This is an optimization exercise on Yosys and OpenROAD, whose aim is small area and few clock cycles, not a production implementation. The RTL was checked by simulation tests, not by an equivalence proof against the original design. Power is estimated from default activity; no workload was simulated.

## design/flow/flow/run.sh

```bash
#!/bin/bash
# Own flow: the standard layout (standard.sh), with the synthesis script swapped for
# flow/my_synth.tcl (same registers, area-oriented mapping of the combinational logic) and
# the port buffers made with the smallest buffer cell.
set -euo pipefail
W=$(pwd)
sed "s|SYNTH_SCRIPT=[^ ]*|SYNTH_SCRIPT=$W/flow/my_synth.tcl 'BUFFER_PORTS_ARGS=-buffer_cell sky130_fd_sc_hd__buf_1'|" standard.sh > my_standard.sh
grep -q "SYNTH_SCRIPT=$W/flow/my_synth.tcl" my_standard.sh
bash my_standard.sh synth > synth.log 2>&1
bash my_standard.sh > layout.log 2>&1
```

## design/flow/flow/area.abc

```
strash
&get -n
&deepsyn -T 200 -S @SEED@
&put
&get -n
&dch -f
&nf -R 1000
&put
topo
stime -c
```

## design/flow/flow/my_synth.tcl

```tcl
# The standard synthesis (synth_recipe.tcl) with two changes that touch only the combinational
# logic: Yosys's full-adder extraction is skipped, and ABC maps with an area-oriented script
# (flow/area.abc, run with several random seeds for its &deepsyn step; the smallest result is
# kept). Registers are mapped exactly as in the standard synthesis.
set my_dir [file dirname [file normalize [info script]]]
set my_seeds {1 2 3 4}
proc synth {args} { yosys synth -nofsm -noshare {*}$args }
proc extract_fa {args} { puts "extract_fa skipped" }
proc my_area {} {
  set libargs ""
  foreach lib $::env(LIB_FILES) { append libargs "-liberty $lib " }
  set f $::env(OBJECTS_DIR)/my_abc_stat.txt
  yosys tee -q -o $f stat {*}$libargs
  set fh [open $f r]; set txt [read $fh]; close $fh
  if { [regexp {Chip area for module[^:]*:\s*([0-9.]+)} $txt -> a] } { return $a }
  return 1e12
}
proc abc {args} {
  set i [lsearch $args -script]
  set src [open [file join $::my_dir area.abc] r]; set body [read $src]; close $src
  yosys design -save my_pre_abc
  set best 1e12
  foreach seed $::my_seeds {
    yosys design -load my_pre_abc
    set scr $::env(OBJECTS_DIR)/my_area_$seed.abc
    set fh [open $scr w]; puts -nonewline $fh [string map [list @SEED@ $seed] $body]; close $fh
    set a [lreplace $args [expr {$i+1}] [expr {$i+1}] $scr]
    yosys abc {*}$a
    set area [my_area]
    puts "my_abc seed $seed area $area"
    if { $area < $best } { set best $area; yosys design -save my_best_abc }
  }
  yosys design -load my_best_abc
  puts "my_abc kept area $best"
}
source $::env(SCRIPTS_DIR)/synth.tcl
# left out here: clear keep_hierarchy, flatten, clean up, hide names made inside functions, write 1_2_yosys.v
```

## design/flow/standard.sh

```bash
#!/bin/bash
# synth_recipe.tcl (not shown) runs the flow's synth.tcl, then flattens the netlist and writes it again
# the make line also repeats each setting of config.mk as NAME=value (left out here)
make -C /OpenROAD-flow-scripts/flow DESIGN_CONFIG=/design/flow/config.mk WORK_HOME=/design/flow/orfs CLKGATE_MAP_FILE= SYNTH_SCRIPT=/design/flow/synth_recipe.tcl "${@:-finish}"
```

## design/flow/config.mk

```make
export PLATFORM = sky130hd
export DESIGN_NAME = framed_gamepad_report_mapper
export DESIGN_NICKNAME = framed_gamepad_report_mapper
export VERILOG_FILES = /design/flow/design.v
export SDC_FILE = /design/flow/constraint.sdc
export NUM_CORES = 4
export LEC_CHECK = 0
export CAP_MARGIN = 20
export CORE_MARGIN = 2
export CORE_UTILIZATION = 40
export CTS_BUF_LIST = sky130_fd_sc_hd__clkbuf_8
export CTS_CLUSTER_DIAMETER = 60
export CTS_CLUSTER_SIZE = 16
export SLEW_MARGIN = 20
```

## design/flow/constraint.sdc

```tcl
create_clock -name core_clock -period 13.0 [get_ports {clk}]
set_input_delay 2.6000 -clock core_clock [delete_from_list [all_inputs] [get_ports {clk}]]
set_output_delay 2.6000 -clock core_clock [all_outputs]
set_load 0.01 [all_outputs]
```

## design/flow/design.v

```verilog
`timescale 1ns / 1ps
module framed_gamepad_report_mapper (
	input  logic               clk,
	input  logic               arst_n,
	input  logic               in_valid,
	output logic               in_stall,
	input  logic [7:0]         rx_byte,
	output logic               out_valid,
	input  logic               out_stall,
	output logic signed [15:0] stick_lx,
	output logic signed [15:0] stick_ly,
	output logic signed [15:0] stick_rx,
	output logic signed [15:0] stick_ry,
	output logic [7:0]         left_trigger,
	output logic [7:0]         right_trigger,
	output logic [15:0]        button_bits,
	output logic [3:0]         hat_dir,
	output logic [47:0]        gyro_xyz,
	output logic [47:0]        accel_xyz,
	output logic [1:0]         format_used,
	input  logic               cfg_valid,
	output logic               cfg_ready,
	input  logic [2:0]         cfg_index,
	input  logic [7:0]         cfg_data
);
	localparam logic [1:0] PH_START   = 2'd0;
	localparam logic [1:0] PH_LEN     = 2'd1;
	localparam logic [1:0] PH_PAYLOAD = 2'd2;
	localparam logic [1:0] PH_CHECK   = 2'd3;
	function automatic logic [14:0] dz_lim1(input logic [6:0] d);
		case (d)
			7'd0: dz_lim1 = 15'd0;
			7'd1: dz_lim1 = 15'd326;
			7'd2: dz_lim1 = 15'd654;
			7'd3: dz_lim1 = 15'd982;
			7'd4: dz_lim1 = 15'd1309;
			7'd5: dz_lim1 = 15'd1637;
			7'd6: dz_lim1 = 15'd1965;
			7'd7: dz_lim1 = 15'd2292;
			7'd8: dz_lim1 = 15'd2620;
			7'd9: dz_lim1 = 15'd2948;
			7'd10: dz_lim1 = 15'd3275;
			7'd11: dz_lim1 = 15'd3603;
			7'd12: dz_lim1 = 15'd3931;
			7'd13: dz_lim1 = 15'd4258;
			7'd14: dz_lim1 = 15'd4586;
			7'd15: dz_lim1 = 15'd4914;
			7'd16: dz_lim1 = 15'd5241;
			7'd17: dz_lim1 = 15'd5569;
			7'd18: dz_lim1 = 15'd5897;
			7'd19: dz_lim1 = 15'd6224;
			7'd20: dz_lim1 = 15'd6552;
			7'd21: dz_lim1 = 15'd6880;
			7'd22: dz_lim1 = 15'd7207;
			7'd23: dz_lim1 = 15'd7535;
			7'd24: dz_lim1 = 15'd7863;
			7'd25: dz_lim1 = 15'd8190;
			7'd26: dz_lim1 = 15'd8518;
			7'd27: dz_lim1 = 15'd8846;
			7'd28: dz_lim1 = 15'd9173;
			7'd29: dz_lim1 = 15'd9501;
			7'd30: dz_lim1 = 15'd9829;
			7'd31: dz_lim1 = 15'd10156;
			7'd32: dz_lim1 = 15'd10484;
			7'd33: dz_lim1 = 15'd10812;
			7'd34: dz_lim1 = 15'd11139;
			7'd35: dz_lim1 = 15'd11467;
			7'd36: dz_lim1 = 15'd11795;
			7'd37: dz_lim1 = 15'd12122;
			7'd38: dz_lim1 = 15'd12450;
			7'd39: dz_lim1 = 15'd12778;
			7'd40: dz_lim1 = 15'd13105;
			7'd41: dz_lim1 = 15'd13433;
			7'd42: dz_lim1 = 15'd13761;
			7'd43: dz_lim1 = 15'd14088;
			7'd44: dz_lim1 = 15'd14416;
			7'd45: dz_lim1 = 15'd14744;
			7'd46: dz_lim1 = 15'd15071;
			7'd47: dz_lim1 = 15'd15399;
			7'd48: dz_lim1 = 15'd15727;
			7'd49: dz_lim1 = 15'd16054;
			7'd50: dz_lim1 = 15'd16382;
			7'd51: dz_lim1 = 15'd16710;
			7'd52: dz_lim1 = 15'd17037;
			7'd53: dz_lim1 = 15'd17365;
			7'd54: dz_lim1 = 15'd17693;
			7'd55: dz_lim1 = 15'd18020;
			7'd56: dz_lim1 = 15'd18348;
			7'd57: dz_lim1 = 15'd18676;
			7'd58: dz_lim1 = 15'd19003;
			7'd59: dz_lim1 = 15'd19331;
			7'd60: dz_lim1 = 15'd19659;
			7'd61: dz_lim1 = 15'd19986;
			7'd62: dz_lim1 = 15'd20314;
			7'd63: dz_lim1 = 15'd20642;
			7'd64: dz_lim1 = 15'd20969;
			7'd65: dz_lim1 = 15'd21297;
			7'd66: dz_lim1 = 15'd21625;
			7'd67: dz_lim1 = 15'd21952;
			7'd68: dz_lim1 = 15'd22280;
			7'd69: dz_lim1 = 15'd22608;
			7'd70: dz_lim1 = 15'd22935;
			7'd71: dz_lim1 = 15'd23263;
			7'd72: dz_lim1 = 15'd23591;
			7'd73: dz_lim1 = 15'd23918;
			7'd74: dz_lim1 = 15'd24246;
			7'd75: dz_lim1 = 15'd24574;
			7'd76: dz_lim1 = 15'd24901;
			7'd77: dz_lim1 = 15'd25229;
			7'd78: dz_lim1 = 15'd25557;
			7'd79: dz_lim1 = 15'd25884;
			7'd80: dz_lim1 = 15'd26212;
			7'd81: dz_lim1 = 15'd26540;
			7'd82: dz_lim1 = 15'd26867;
			7'd83: dz_lim1 = 15'd27195;
			7'd84: dz_lim1 = 15'd27523;
			7'd85: dz_lim1 = 15'd27850;
			7'd86: dz_lim1 = 15'd28178;
			7'd87: dz_lim1 = 15'd28506;
			7'd88: dz_lim1 = 15'd28833;
			7'd89: dz_lim1 = 15'd29161;
			7'd90: dz_lim1 = 15'd29489;
			7'd91: dz_lim1 = 15'd29816;
			7'd92: dz_lim1 = 15'd30144;
			7'd93: dz_lim1 = 15'd30472;
			7'd94: dz_lim1 = 15'd30799;
			7'd95: dz_lim1 = 15'd31127;
			7'd96: dz_lim1 = 15'd31455;
			7'd97: dz_lim1 = 15'd31782;
			7'd98: dz_lim1 = 15'd32110;
			7'd99: dz_lim1 = 15'd32438;
			7'd100: dz_lim1 = 15'd32766;
			7'd101: dz_lim1 = 15'd0;
			7'd102: dz_lim1 = 15'd0;
			7'd103: dz_lim1 = 15'd0;
			7'd104: dz_lim1 = 15'd0;
			7'd105: dz_lim1 = 15'd0;
			7'd106: dz_lim1 = 15'd0;
			7'd107: dz_lim1 = 15'd0;
			7'd108: dz_lim1 = 15'd0;
			7'd109: dz_lim1 = 15'd0;
			7'd110: dz_lim1 = 15'd0;
			7'd111: dz_lim1 = 15'd0;
			7'd112: dz_lim1 = 15'd0;
			7'd113: dz_lim1 = 15'd0;
			7'd114: dz_lim1 = 15'd0;
			7'd115: dz_lim1 = 15'd0;
			7'd116: dz_lim1 = 15'd0;
			7'd117: dz_lim1 = 15'd0;
			7'd118: dz_lim1 = 15'd0;
			7'd119: dz_lim1 = 15'd0;
			7'd120: dz_lim1 = 15'd0;
			7'd121: dz_lim1 = 15'd0;
			7'd122: dz_lim1 = 15'd0;
			7'd123: dz_lim1 = 15'd0;
			7'd124: dz_lim1 = 15'd0;
			7'd125: dz_lim1 = 15'd0;
			7'd126: dz_lim1 = 15'd0;
			7'd127: dz_lim1 = 15'd0;
		endcase
	endfunction
	function automatic logic [15:0] shape(input logic [15:0] v, input logic [14:0] lim1,
			input logic all, input logic flip, input logic pack);
		logic [14:0] x;
		logic [15:0] s;
		logic        inz;
		logic [15:0] w;
		logic [7:0]  h, l, up, lo;
		logic        nz, cin;
		x   = v[14:0] ^ {15{~v[15]}};
		s   = {1'b0, x} + {1'b0, lim1} + {15'd0, ~v[15]};
		inz = all | s[15];
		w   = inz ? 16'h0000 : v;
		h   = w[15:8];
		l   = w[7:0];
		nz  = |l;
		if (pack)
			cin = flip ^ (w[15] & nz);
		else
			cin = flip & ~nz;
		up = (h ^ {8{flip}}) + 8'(cin);
		lo = (l ^ {8{flip}}) + 8'(flip);
		shape = pack ? {8'h00, ~up[7], up[6:0]} : {up, lo};
	endfunction
	logic [1:0]   ph_q;
	logic         rot2_q;
	logic [4:0]   cnt_q;
	logic         is24_q;
	logic [7:0]   sum_q;
	logic [191:0] sr_q;
	logic         ov_q;
	logic [6:0]   dz_l_q, dz_r_q;
	logic         flip_lx_q, flip_ly_q, flip_rx_q, flip_ry_q;
	logic [1:0]   mode_q;
	logic held, pay, acc, shift, good, rot;
	logic [14:0] sk;
	logic        sall, sfa, sfb, pack;
	logic [15:0] sha, shb;
	logic [6:0]  dz_new, dz_sel;
	assign cfg_ready = 1'b1;
	assign held     = ov_q & out_stall;
	assign pay      = (ph_q == PH_PAYLOAD);
	assign in_stall = held & pay & is24_q;
	assign acc      = in_valid & ~in_stall;
	assign shift    = in_valid & pay & ~held;
	assign good     = acc & (ph_q == PH_CHECK) & is24_q & (sum_q == rx_byte);
	always_ff @(posedge clk or negedge arst_n) begin
		if (!arst_n) begin
			ph_q   <= PH_START;
			rot2_q <= 1'b0;
			ov_q   <= 1'b0;
		end else begin
			rot2_q <= good;
			ov_q   <= rot2_q | held;
			if (acc) begin
				case (ph_q)
					PH_START:   if (rx_byte == 8'hAA) ph_q <= PH_LEN;
					PH_LEN:     ph_q <= (rx_byte >= 8'd1 && rx_byte <= 8'd32) ? PH_PAYLOAD : PH_START;
					PH_PAYLOAD: if (cnt_q == 5'd1) ph_q <= PH_CHECK;
					default:    ph_q <= PH_START;
				endcase
			end
		end
	end
	always_ff @(posedge clk) begin
		if (acc) begin
			if (ph_q == PH_LEN) begin
				cnt_q  <= rx_byte[4:0];
				is24_q <= (rx_byte == 8'd24);
				sum_q  <= 8'h00;
			end else begin
				cnt_q <= cnt_q - 5'd1;
				sum_q <= sum_q + rx_byte;
			end
		end
		if (shift)
			sr_q <= {rx_byte, sr_q[191:8]};
		else if (rot)
			sr_q[63:0] <= {shb, sha, sr_q[63:32]};
	end
	assign rot  = good | rot2_q;
	assign sk   = dz_lim1(dz_sel);
	assign dz_sel = rot2_q ? dz_r_q : dz_l_q;
	assign sall   = &dz_sel;   
	assign sfa  = rot2_q ? flip_rx_q : flip_lx_q;
	assign sfb  = rot2_q ? flip_ry_q : flip_ly_q;
	assign sha  = shape(sr_q[15:0], sk, sall, sfa, pack);
	assign shb  = shape(sr_q[31:16], sk, sall, sfb, pack);
	assign dz_new = (cfg_data > 8'd100) ? 7'd127 : cfg_data[6:0];
	always_ff @(posedge clk or negedge arst_n) begin
		if (!arst_n) begin
			dz_l_q    <= 7'd5;
			dz_r_q    <= 7'd5;
			flip_lx_q <= 1'b0;
			flip_ly_q <= 1'b1;
			flip_rx_q <= 1'b0;
			flip_ry_q <= 1'b1;
			mode_q    <= 2'd0;
		end else if (cfg_valid) begin
			case (cfg_index)
				3'd0: dz_l_q <= dz_new;
				3'd1: dz_r_q <= dz_new;
				3'd2: flip_lx_q <= cfg_data[0];
				3'd3: flip_ly_q <= cfg_data[0];
				3'd4: flip_rx_q <= cfg_data[0];
				3'd5: flip_ry_q <= cfg_data[0];
				3'd6: mode_q    <= (cfg_data[1:0] == 2'd3) ? 2'd0 : cfg_data[1:0];
				default: ;
			endcase
		end
	end
	logic [15:0] btn;
	assign pack = mode_q[1];
	assign btn  = sr_q[95:80];
	assign out_valid     = ov_q;
	assign stick_lx      = sr_q[15:0];
	assign stick_ly      = sr_q[31:16];
	assign stick_rx      = sr_q[47:32];
	assign stick_ry      = sr_q[63:48];
	assign left_trigger  = sr_q[71:64];
	assign right_trigger = sr_q[79:72];
	assign button_bits   = btn;
	assign gyro_xyz      = sr_q[143:96];
	assign accel_xyz     = sr_q[191:144];
	assign format_used   = mode_q;
	always_comb begin
		if (btn[4])
			hat_dir = btn[6] ? 4'd7 : (btn[7] ? 4'd1 : 4'd0);
		else if (btn[5])
			hat_dir = btn[6] ? 4'd5 : (btn[7] ? 4'd3 : 4'd2);
		else if (btn[6])
			hat_dir = 4'd6;
		else if (btn[7])
			hat_dir = 4'd4;
		else
			hat_dir = 4'd8;
	end
endmodule
```

==> summary.json, run 1 <==
{
  "max_slew.worst_pin.slew_ns": 0.894,
  "cap_violations": 0,
  "r2r_start": "rot2_q",
  "critical_path_arrival_ns": 9.59,
  "tritoncts_clock_tree": "yes",
  "post-route-drc-count": 0,
  "yosysSeqAreaShare": 0.638,
  "worstSetupStartpoint": "rot2_q",
  "finalHoldViolations": 0,
  "synth-edff-count": 206,
  "outcome": "complete, no violations",
  "clkTransAtPathRegs_ns": 0.10,
  "cts_resized": 0,
  "timing.fmax_ghz": 0.108,
  "required_ns": 13.29,
  "die-height_um": 167,
  "dieWidth_um": 167,
  "first_global_vias": 8030,
  "cp_num_buf_inv": 1,
  "drv_slew": 0,
  "depth_of_the_cts_h_tree": 1,
  "netlist_area_mm2": 0.0107,
  "crit_top_cell": "sky130_fd_sc_hd__o21ai_0",
  "synthFlopType": "sky130_fd_sc_hd__edfxtp_1",
  "floorplan.die_area_mm2": 0.0280,
  "area_overhead_vs_synth_pct": 16.6,
  "design_power_total_mw": 2.29,
  "min_period_over_period": 0.715,
  "effective_utilization_at_floorplan": 0.408,
  "wl_per_cell_um": 19.7,
  "critical_path.slowest_cell": "sky130_fd_sc_hd__dfrtp_1",
  "grt.overflow.total": 0,
  "final_net_count": 1200,
  "cts_made_buffers": 21,
  "grt_setup_unrepaired": "false",
  "detail_route.wirelength.met1_um": 12900,
  "synth_cell_type_count": 58,
  "setup.worst_path.end": "sr_q[56]",
  "synth_area_leader_cell": "sky130_fd_sc_hd__edfxtp_1",
  "worstPathMaxFanout": 20,
  "ys_seq_elements": 230,
  "number_of_instances_in_the_synthesized_netlist": 918,
  "setup_total_negative_slack_ns": 0,
  "drt_pass1_iterations": 18,
  "dr.first_iter.drc_count": 767,
  "cts.repair_timing.setup_buffer_count": 0,
  "synthTopCellsByArea": "sky130_fd_sc_hd__edfxtp_1 58%, sky130_fd_sc_hd__nor2_1 6.3%, sky130_fd_sc_hd__dfrtp_1 4.2%",
  "ff2ff_setup_slack_ns": 3.70,
  "core_area_mm2": 0.0261,
  "worstSetupStartpointType": "register",
  "synth_top_cells_by_count": "206 x sky130_fd_sc_hd__edfxtp_1, 179 x sky130_fd_sc_hd__nor2_1, 89 x sky130_fd_sc_hd__nand2_1, 70 x sky130_fd_sc_hd__o21ai_0, 60 x sky130_fd_sc_hd__a21oi_1",
  "ioPinCount": 225,
  "synth_top_area_share": 0.581,
  "route.antenna.remaining_nets": 0,
  "critPathTopFamily": "compound AO/OA/AOI/OAI gates",
  "ctsHoldBuffers": 0,
  "synth.avg_cell_area_um2": 11.6,
  "top_signal_layer_used": "met4",
  "grt_pass1_wl_um": 46800,
  "clock_path_buffers": 3,
  "detail_route.wirelength_um": 30100,
  "diodes": 0,
  "worst-r2r-cell-count": 32,
  "max-slew-margin-rel": 0.387,
  "grt_max_degree": 71,
  "end_kind": "register",
  "io_buffer_count": 223,
  "crit-reg2reg-capture": "sr_q[56]",
  "syn_nets": 942,
  "cpPeakStageDelay_ns": 0.89,
  "setup_violations": 0,
  "rows": 59,
  "final_layout_size_suffix_gt1_frac": 0.0462,
  "antenna_found_initial": 0,
  "critPathKind": "register to register",
  "place_congestion": 0.910,
  "yosysWarningCount": 1,
  "clock_latency_ns": 0.57,
  "wl_met2_um": 13900,
  "worst_clock_skew_ns": 0.0170,
  "yosysMostFrequentCell": "sky130_fd_sc_hd__edfxtp_1",
  "critical_path_depth": 32,
  "power.density_cell_area_mw_per_mm2": 184,
  "worst_hold_path_type": "register to register",
  "clock_tree.root_cell": "sky130_fd_sc_hd__clkbuf_8",
  "final_period_demand_of_the_worst_path_ns": 9.30,
  "ys_async_rst_share": 0.104,
  "detailroute.via_count": 8428,
  "via_per_inst": 5.52,
  "clkSinkCount": 230,
  "min-delay-start": "sr_q[75]",
  "ir_worst_vdd_uv": 91.9,
  "gr-usage-all-layers": 0.212,
  "cellLeakagePower_nw": 4.05,
  "detailed_place_hpwl_um": 21600,
  "routed-wl-met3_um": 2430
}
==> power breakdown <==
part / internal (mW) / leakage [nW] / switching, mW
Combinational: 0.271 / 1.68 / 0.518
Sequential: 0.973 / 2.15 / 0.0926
Clock: 0.171 / 0.222 / 0.262
Total: 1.42 / 4.05 / 0.873
==> logic make-up after synthesis <==
group	count (synthesis)	synth area share
xor gates and xnor gates	53	0.0436
buffers and inverters	15	0.00599
adders and majority gates	9	0.00846
and+or+nand+nor	354	0.144
other	1	0.000352
AOI/OAI and AO/OA	234	0.138
DFF	230	0.638
muxes	22	0.0221
==> layout by cell type (no fill, tap or decap), types with 9 or more instances in the layout <==
cell type / count
sky130_fd_sc_hd__dfrtp_1: 18
sky130_fd_sc_hd__nor2_1: 179
sky130_fd_sc_hd__xnor2_1: 24
sky130_fd_sc_hd__mux2_1: 12
sky130_fd_sc_hd__clkbuf_8: 23
sky130_fd_sc_hd__buf_1: 223
sky130_fd_sc_hd__o21ai_0: 70
sky130_fd_sc_hd__o22a_1: 11
sky130_fd_sc_hd__nand2_1: 89
sky130_fd_sc_hd__nor3_1: 22
sky130_fd_sc_hd__maj3_1: 9
sky130_fd_sc_hd__xor2_1: 29
sky130_fd_sc_hd__nand2b_1: 12
sky130_fd_sc_hd__a22oi_1: 11
sky130_fd_sc_hd__buf_4: 14
sky130_fd_sc_hd__clkinv_1: 12
sky130_fd_sc_hd__o31ai_1: 10
sky130_fd_sc_hd__mux2i_1: 10
sky130_fd_sc_hd__edfxtp_1: 206
sky130_fd_sc_hd__a21oi_1: 60
sky130_fd_sc_hd__nand3_1: 10
sky130_fd_sc_hd__o22ai_1: 16
==> flip-flops by register name, summed over array words and instances, names as in the netlist, 2 cells and up <==
name and flops:
cnt_q 5, dz_l_q 7, dz_r_q 7, mode_q 2
ph_q 2, sr_q 192, sum_q 8
==> worst min path at each step <==
stage	slack, ns	cells after the start	to
2_1_floorplan	0.46	2	flip_ly_q
3_3_place_gp	0.43	0	sr_q[75]
3_5_place_dp	0.43	0	sr_q[158]
4_1_cts	0.44	0	sr_q[67]
5_1_grt	0.43	0	sr_q[67]
6_report	0.44	0	sr_q[67]
==> per-stage QoR <==
step	utilization	instance area, µm²	worst slack (ns)	cells	hold slack, ns
2_1_floorplan	-	10700	3.31	918	0.462
3_3_place_gp	0.459	12000	4.06	1488	0.426
3_5_place_dp	0.459	12000	3.89	1488	0.430
4_1_cts	0.475	12400	3.86	1526	0.444
5_1_grt	0.475	12400	2.75	1526	0.434
6_report	0.475	12400	3.70	1526	0.440
==> routing by layer <==
layer  up-vias  global-route usage
met4         0              0.0586
li1       3975                   -
met1      4020               0.288
met5         -                   0
met3        59              0.0475
met2       374               0.343
==> layout make-up <==
type                    instances  area, µm²
multi-input cells             673       3800
repair buffers                237        942
fillers                      2520      13700
well taps                     335        419
clock buffers                  23        317
flip-flops and latches        230       6790
inverters                      13       53.8
clock inverters                15       95.1
Testbench counts, summed over its fixed seeds: cycles 40,727.
==> run 2, diff against run 1 <==
==> design/flow/flow/area.abc (replaced) <==
strash
&get -n
&deepsyn -T 100 -S @SEED@
&put
&get -n
&dch -f
&nf -R 1000
&put
topo
stime -c
--- a/design/flow/flow/my_synth.tcl
+++ b/design/flow/flow/my_synth.tcl
@@ -4,5 +4,5 @@
 # kept). Registers are mapped exactly as in the standard synthesis.
 set my_dir [file dirname [file normalize [info script]]]
-set my_seeds {1 2 3 4}
+set my_seeds {1 2 3 4 5 6 7 8}
 proc synth {args} { yosys synth -nofsm -noshare {*}$args }
 proc extract_fa {args} { puts "extract_fa skipped" }
==> run 2 against run 1 <==
Combinational power grew 3.2%. Final cell count grew 2.0%. Clock-buffer cell count is the same. First-iteration DRC count grew 16%. Sequential power grew 5%. Wire length grew 7.2%. Register-to-register slack gained 2.1 ns. Worst hold slack gained 0.011 ns. Critical path type unchanged. Largest cell class unchanged.
==> summary.json, run 2 <==
{
  "outcome": "complete, no violations",
  "setup_total_negative_slack": {"value": 0, "unit": "ns", "change": "unchanged"},
  "gr-usage-met3": {"value": 0.0421, "change": "-0.00543"},
  "drv_slew": {"value": 0, "change": "unchanged"},
  "design_power_total": {"value": 2.47, "unit": "mW", "change": "+7.7%"},
  "worst_hold_path_type": "register to register",
  "power.combinational.fraction": {"value": 0.330, "change": "-0.015"},
  "effective_utilization_at_floorplan": {"value": 0.404, "change": "-0.00376"},
  "clockPowerShare": {"value": 0.217, "change": "+0.028"},
  "post-route-cell-area": {"value": 0.0127, "unit": "mm²", "change": "+2.2%"},
  "required": {"value": 13.32, "unit": "ns", "change": "+0.03 ns"},
  "cts.repair_timing.setup_buffer_count": {"value": 0, "change": "unchanged"},
  "max-slew-margin-rel": {"value": 0.351, "change": "-0.0366"},
  "cts_resized": {"value": 0, "change": "unchanged"},
  "grt_setup_unrepaired": "false",
  "place_congestion": {"value": 0.932, "change": "+2.4%"},
  "cap_violations": {"value": 0, "change": "unchanged"},
  "final_period_demand_of_the_worst_path": {"value": 7.20, "unit": "ns", "change": "-2.10 ns"},
  "commonest_cells_after_routing_fill_and_taps_aside": "223 x sky130_fd_sc_hd__buf_1, 206 x sky130_fd_sc_hd__edfxtp_1, 189 x sky130_fd_sc_hd__nor2_1",
  "largest_reg_flops": {"value": 192, "change": "unchanged"},
  "cell_internal_pwr": {"value": 1.54, "unit": "mW", "change": "+8.8%"},
  "grt_max_degree": {"value": 124, "change": "+75%"},
  "io_buffer_count": {"value": 223, "change": "unchanged"},
  "wl_per_cell": {"value": 20.7, "unit": "µm", "change": "+5.0%"},
  "p_switching": {"value": 0.925, "unit": "mW", "change": "+5.9%"},
  "final_layout_size_suffix_gt1_frac": {"value": 0.0485, "change": "+0.00234"},
  "layout_commonest_cell": "sky130_fd_sc_hd__buf_1",
  "floorplan.die_area": {"value": 0.0283, "unit": "mm²", "change": "+1.3%"},
  "finalHoldViolations": {"value": 0, "change": "unchanged"},
  "dr.first_iter.drc_count": {"value": 891, "change": "+16%"},
  "synth_top_cells_by_count": "206 x sky130_fd_sc_hd__edfxtp_1, 189 x sky130_fd_sc_hd__nor2_1, 100 x sky130_fd_sc_hd__nand2_1, 75 x sky130_fd_sc_hd__o21ai_0, 58 x sky130_fd_sc_hd__a21oi_1",
  "synthFlopType": "sky130_fd_sc_hd__edfxtp_1",
  "dpl.cell_count": {"value": 1518, "change": "+2.0%"},
  "die-height": {"value": 168, "unit": "µm", "change": "+0.65%"},
  "detailed_place_hpwl": {"value": 23300, "unit": "µm", "change": "+7.9%"},
  "final-seq-area": {"value": 0.00679, "unit": "mm²", "change": "unchanged"},
  "detailroute.via_count": {"value": 8704, "change": "+3.3%"},
  "ctsHoldBuffers": {"value": 0, "change": "unchanged"},
  "drt_pass1_iterations": {"value": 5, "change": "-13"},
  "post_layout_nonfiller_instances": {"value": 1557, "change": "+2.0%"},
  "core_area": {"value": 0.0267, "unit": "mm²", "change": "+2.3%"},
  "layout.filler_cells": {"value": 2518, "change": "-0.079%"},
  "clock_tree.root_cell": "sky130_fd_sc_hd__clkbuf_8",
  "ys_seq_elements": {"value": 230, "change": "unchanged"},
  "global_route.peak_usage_layer": "met2",
  "swShare": {"value": 0.375, "change": "-0.00639"},
  "synth_area_leader_cell": "sky130_fd_sc_hd__edfxtp_1",
  "globalRouteMet1Util": {"value": 0.319, "change": "+0.0301"},
  "critical_path.slowest_cell": "sky130_fd_sc_hd__dfrtp_1",
  "depth_of_the_cts_h_tree": {"value": 1, "change": "unchanged"},
  "ioPinCount": {"value": 225, "change": "unchanged"},
  "detail_route.wirelength": {"value": 32200, "unit": "µm", "change": "+7.2%"},
  "max_slew.worst_pin.slew": {"value": 0.947, "unit": "ns", "change": "+0.0534 ns"},
  "setup_violations": {"value": 0, "change": "unchanged"},
  "worstPathMaxFanout": {"value": 19, "change": "-5.0%"},
  "end_kind": "register",
  "final_net_count": {"value": 1226, "change": "+2.2%"},
  "ir_worst_vdd": {"value": 114, "unit": "µV", "change": "+24%"},
  "area_overhead_vs_synth_pct": 17.5,
  "antenna_found_initial": {"value": 0, "change": "unchanged"},
  "timing.fmax": {"value": 0.139, "unit": "GHz", "change": "+29%"},
  "synthTopCellsByArea": "sky130_fd_sc_hd__edfxtp_1 57%, sky130_fd_sc_hd__nor2_1 6.6%, sky130_fd_sc_hd__dfrtp_1 4.2%",
  "synth_top_area_share": {"value": 0.573, "change": "-0.00760"},
  "critical_path_arrival": {"value": 7.52, "unit": "ns", "change": "-2.07 ns"},
  "synth.avg_cell_area": {"value": 11.4, "unit": "µm²", "change": "-1.6%"},
  "min_period_over_period": {"value": 0.554, "change": "-0.162"},
  "reg.largest.list": "sr_q (192), sum_q (8)",
  "groute.layer.met2.usage": {"value": 0.338, "change": "-0.00461"},
  "clkTransAtPathRegs": {"value": 0.10, "unit": "ns", "change": "about the same"},
  "dieWidth": {"value": 168, "unit": "µm", "change": "+0.65%"},
  "yosysMostFrequentCell": "sky130_fd_sc_hd__edfxtp_1",
  "clkSinkCount": {"value": 230, "change": "unchanged"},
  "clock_path_buffers": {"value": 3, "change": "unchanged"},
  "placed_instance_area": {"value": 0.0121, "unit": "mm²", "change": "+1.1%"},
  "tritoncts_clock_tree": "yes",
  "grt.overflow.total": {"value": 0, "change": "unchanged"},
  "netlist_area": {"value": 0.0108, "unit": "mm²", "change": "+1.3%"},
  "worstSetupStartpointType": "register",
  "pwr-share-seq": {"value": 0.453, "change": "-0.013"},
  "route.antenna.remaining_nets": {"value": 0, "change": "unchanged"},
  "rows": {"value": 60, "change": "+1.7%"},
  "number_of_instances_in_the_synthesized_netlist": {"value": 945, "change": "+2.9%"},
  "post-route-drc-count": {"value": 0, "change": "unchanged"},
  "power.density_cell_area": {"value": 194, "unit": "mW/mm²", "change": "+5.4%"},
  "via_per_inst": {"value": 5.59, "change": "+1.2%"},
  "yosysWarningCount": {"value": 1, "change": "unchanged"},
  "gr-usage-all-layers": {"value": 0.221, "change": "+0.00993"},
  "worst_clock_skew": {"value": 0.0160, "unit": "ns", "change": "-0.000988 ns"},
  "clock_latency": {"value": 0.56, "unit": "ns", "change": "about the same"},
  "syn_nets": {"value": 969, "change": "+2.9%"},
  "synth_cell_type_count": {"value": 51, "change": "-12%"},
  "yosysSeqAreaShare": {"value": 0.629, "change": "-0.00835"},
  "critPathKind": "register to register",
  "cpPeakStageDelay": {"value": 0.87, "unit": "ns", "change": "-0.02 ns"},
  "synth-edff-count": {"value": 206, "change": "unchanged"},
  "largest-register": "sr_q",
  "ys_async_rst_share": {"value": 0.104, "change": "unchanged"},
  "diodes": {"value": 0, "change": "unchanged"},
  "finalCoreUtilization": {"value": 0.475, "change": "-0.000481"},
  "cellLeakagePower": {"value": 4.12, "unit": "nW", "change": "+1.8%"},
  "first_global_vias": {"value": 8018, "change": "-0.15%"},
  "cts_made_buffers": {"value": 23, "change": "+9.5%"},
  "multiInputGateArea": {"value": 0.00394, "unit": "mm²", "change": "+3.6%"},
  "crit_top_cell": "sky130_fd_sc_hd__nor2_1",
  "grt_pass1_wl": {"value": 48700, "unit": "µm", "change": "+4.0%"}
}
-- run 2: cell count changes in the layout (fill, tap and decap cells not counted), moves of 8 or more --
cell                       change
sky130_fd_sc_hd__xnor2_1      +12
sky130_fd_sc_hd__nand2_1      +11
sky130_fd_sc_hd__nor2_1       +10
sky130_fd_sc_hd__nor3_1       -10
sky130_fd_sc_hd__o22ai_1      -10
sky130_fd_sc_hd__a211oi_1      +8
-- run 2: area by class of cell --
| cell class | count | area share |
|---|---|---|
| clock buffer | 23 | 0.0249 |
| multi-input combinational | 698 | 0.310 |
| sequential | 230 | 0.535 |
| clock inverter | 16 | 0.0182 |
| tap | 341 | 0.0336 |
| timing repair buffer | 234 | 0.0725 |
| inverter | 15 | 0.00503 |
-- run 2: final timing paths --
path	from	to	slack (ns)	cells past startpoint
setup / recovery	rot2_q	sr_q[47]	5.80	29
hold / removal	sr_q[134]	sr_q[126]	0.45	0
setup reg to reg	rot2_q	sr_q[47]	5.80	29
hold reg to reg	sr_q[134]	sr_q[126]	0.45	0
max in group asynchronous	arst_n	dz_r_q[2]	10.71	2
min in group asynchronous	arst_n	dz_r_q[1]	2.00	2
-- run 2: metal layers --
layer / wire (µm) / part of all wire
met1: 14100 / 0.44
met4: 1130 / 0.035
met5: 0 / 0
met2: 14400 / 0.45
met3: 2600 / 0.081
-- run 2: cell families after synthesis --
group | Yosys count | share of synthesized area
mux | 26 | 0.0260
compound gates | 229 | 0.133
fa+ha+maj | 8 | 0.00742
xor+xnor | 61 | 0.0495
simple gates | 373 | 0.148
flops | 230 | 0.629
buf+inv | 17 | 0.00660
other cells | 1 | 0.000347
-- run 2: power by group through the flow --
stage          sequential (mW)  combinational (mW)  clock [mW]
2_1_floorplan             1.15               0.518           0
3_3_place_gp              1.13               0.814           0
3_5_place_dp              1.13               0.805           0
4_1_cts                   1.12               0.811       0.558
5_1_grt                   1.13               0.899       0.580
6_report                  1.12               0.814       0.535
-- run 2: worst max-delay path: cells and delay by family (launching register included) --
family / cells / cell delay, ns
AO/OA/AOI/OAI: 15 / 2.99
AND/OR/NAND/NOR: 12 / 2.15
multiplexers: 2 / 0.96
flip-flops: 1 / 0.87
-- run 2: through the flow --
stage / setup slack [ns] / hold slack [ns]
finish: 5.80 / 0.451
global route: 5.26 / 0.458
CTS: 5.68 / 0.451
detailed placement: 5.75 / 0.430
global placement: 5.87 / 0.427
floorplan: 3.09 / 0.473

==> separate check: timing with driven ports <==
No port has a modelled driver above. Below, the same layouts with a new extraction and two added sets of constraints.
Step 1 sets driving cells, clkbuf_16 on the clock port and buf_2 on the other inputs (assumed; they add their load-dependent delay and slew).
Step 2 times the ports against the registers' clock, not the clock port: input delays grow and output delays shrink by t, the midpoint of the rising clock arrivals with the driver on.
a / b / c = ideal ports / drivers / drivers and shift; a / b = the first two.
| run | shift t [ns] | setup slack, ns | latest minus earliest clock arrival (ns) | slew at the worst register clock pin (ns) | worst data-port slew with drivers (ns) |
|---|---|---|---|---|---|
| run 1 | 0.598 | 3.699 / 3.699 / 3.699 | 0.017 / 0.018 | 0.10 / 0.10 | 0.06 |
| run 2 | 0.601 | 5.799 / 5.799 / 5.799 | 0.021 / 0.021 | 0.10 / 0.10 | 0.04 |
After both steps setup and hold are still met in every run listed.
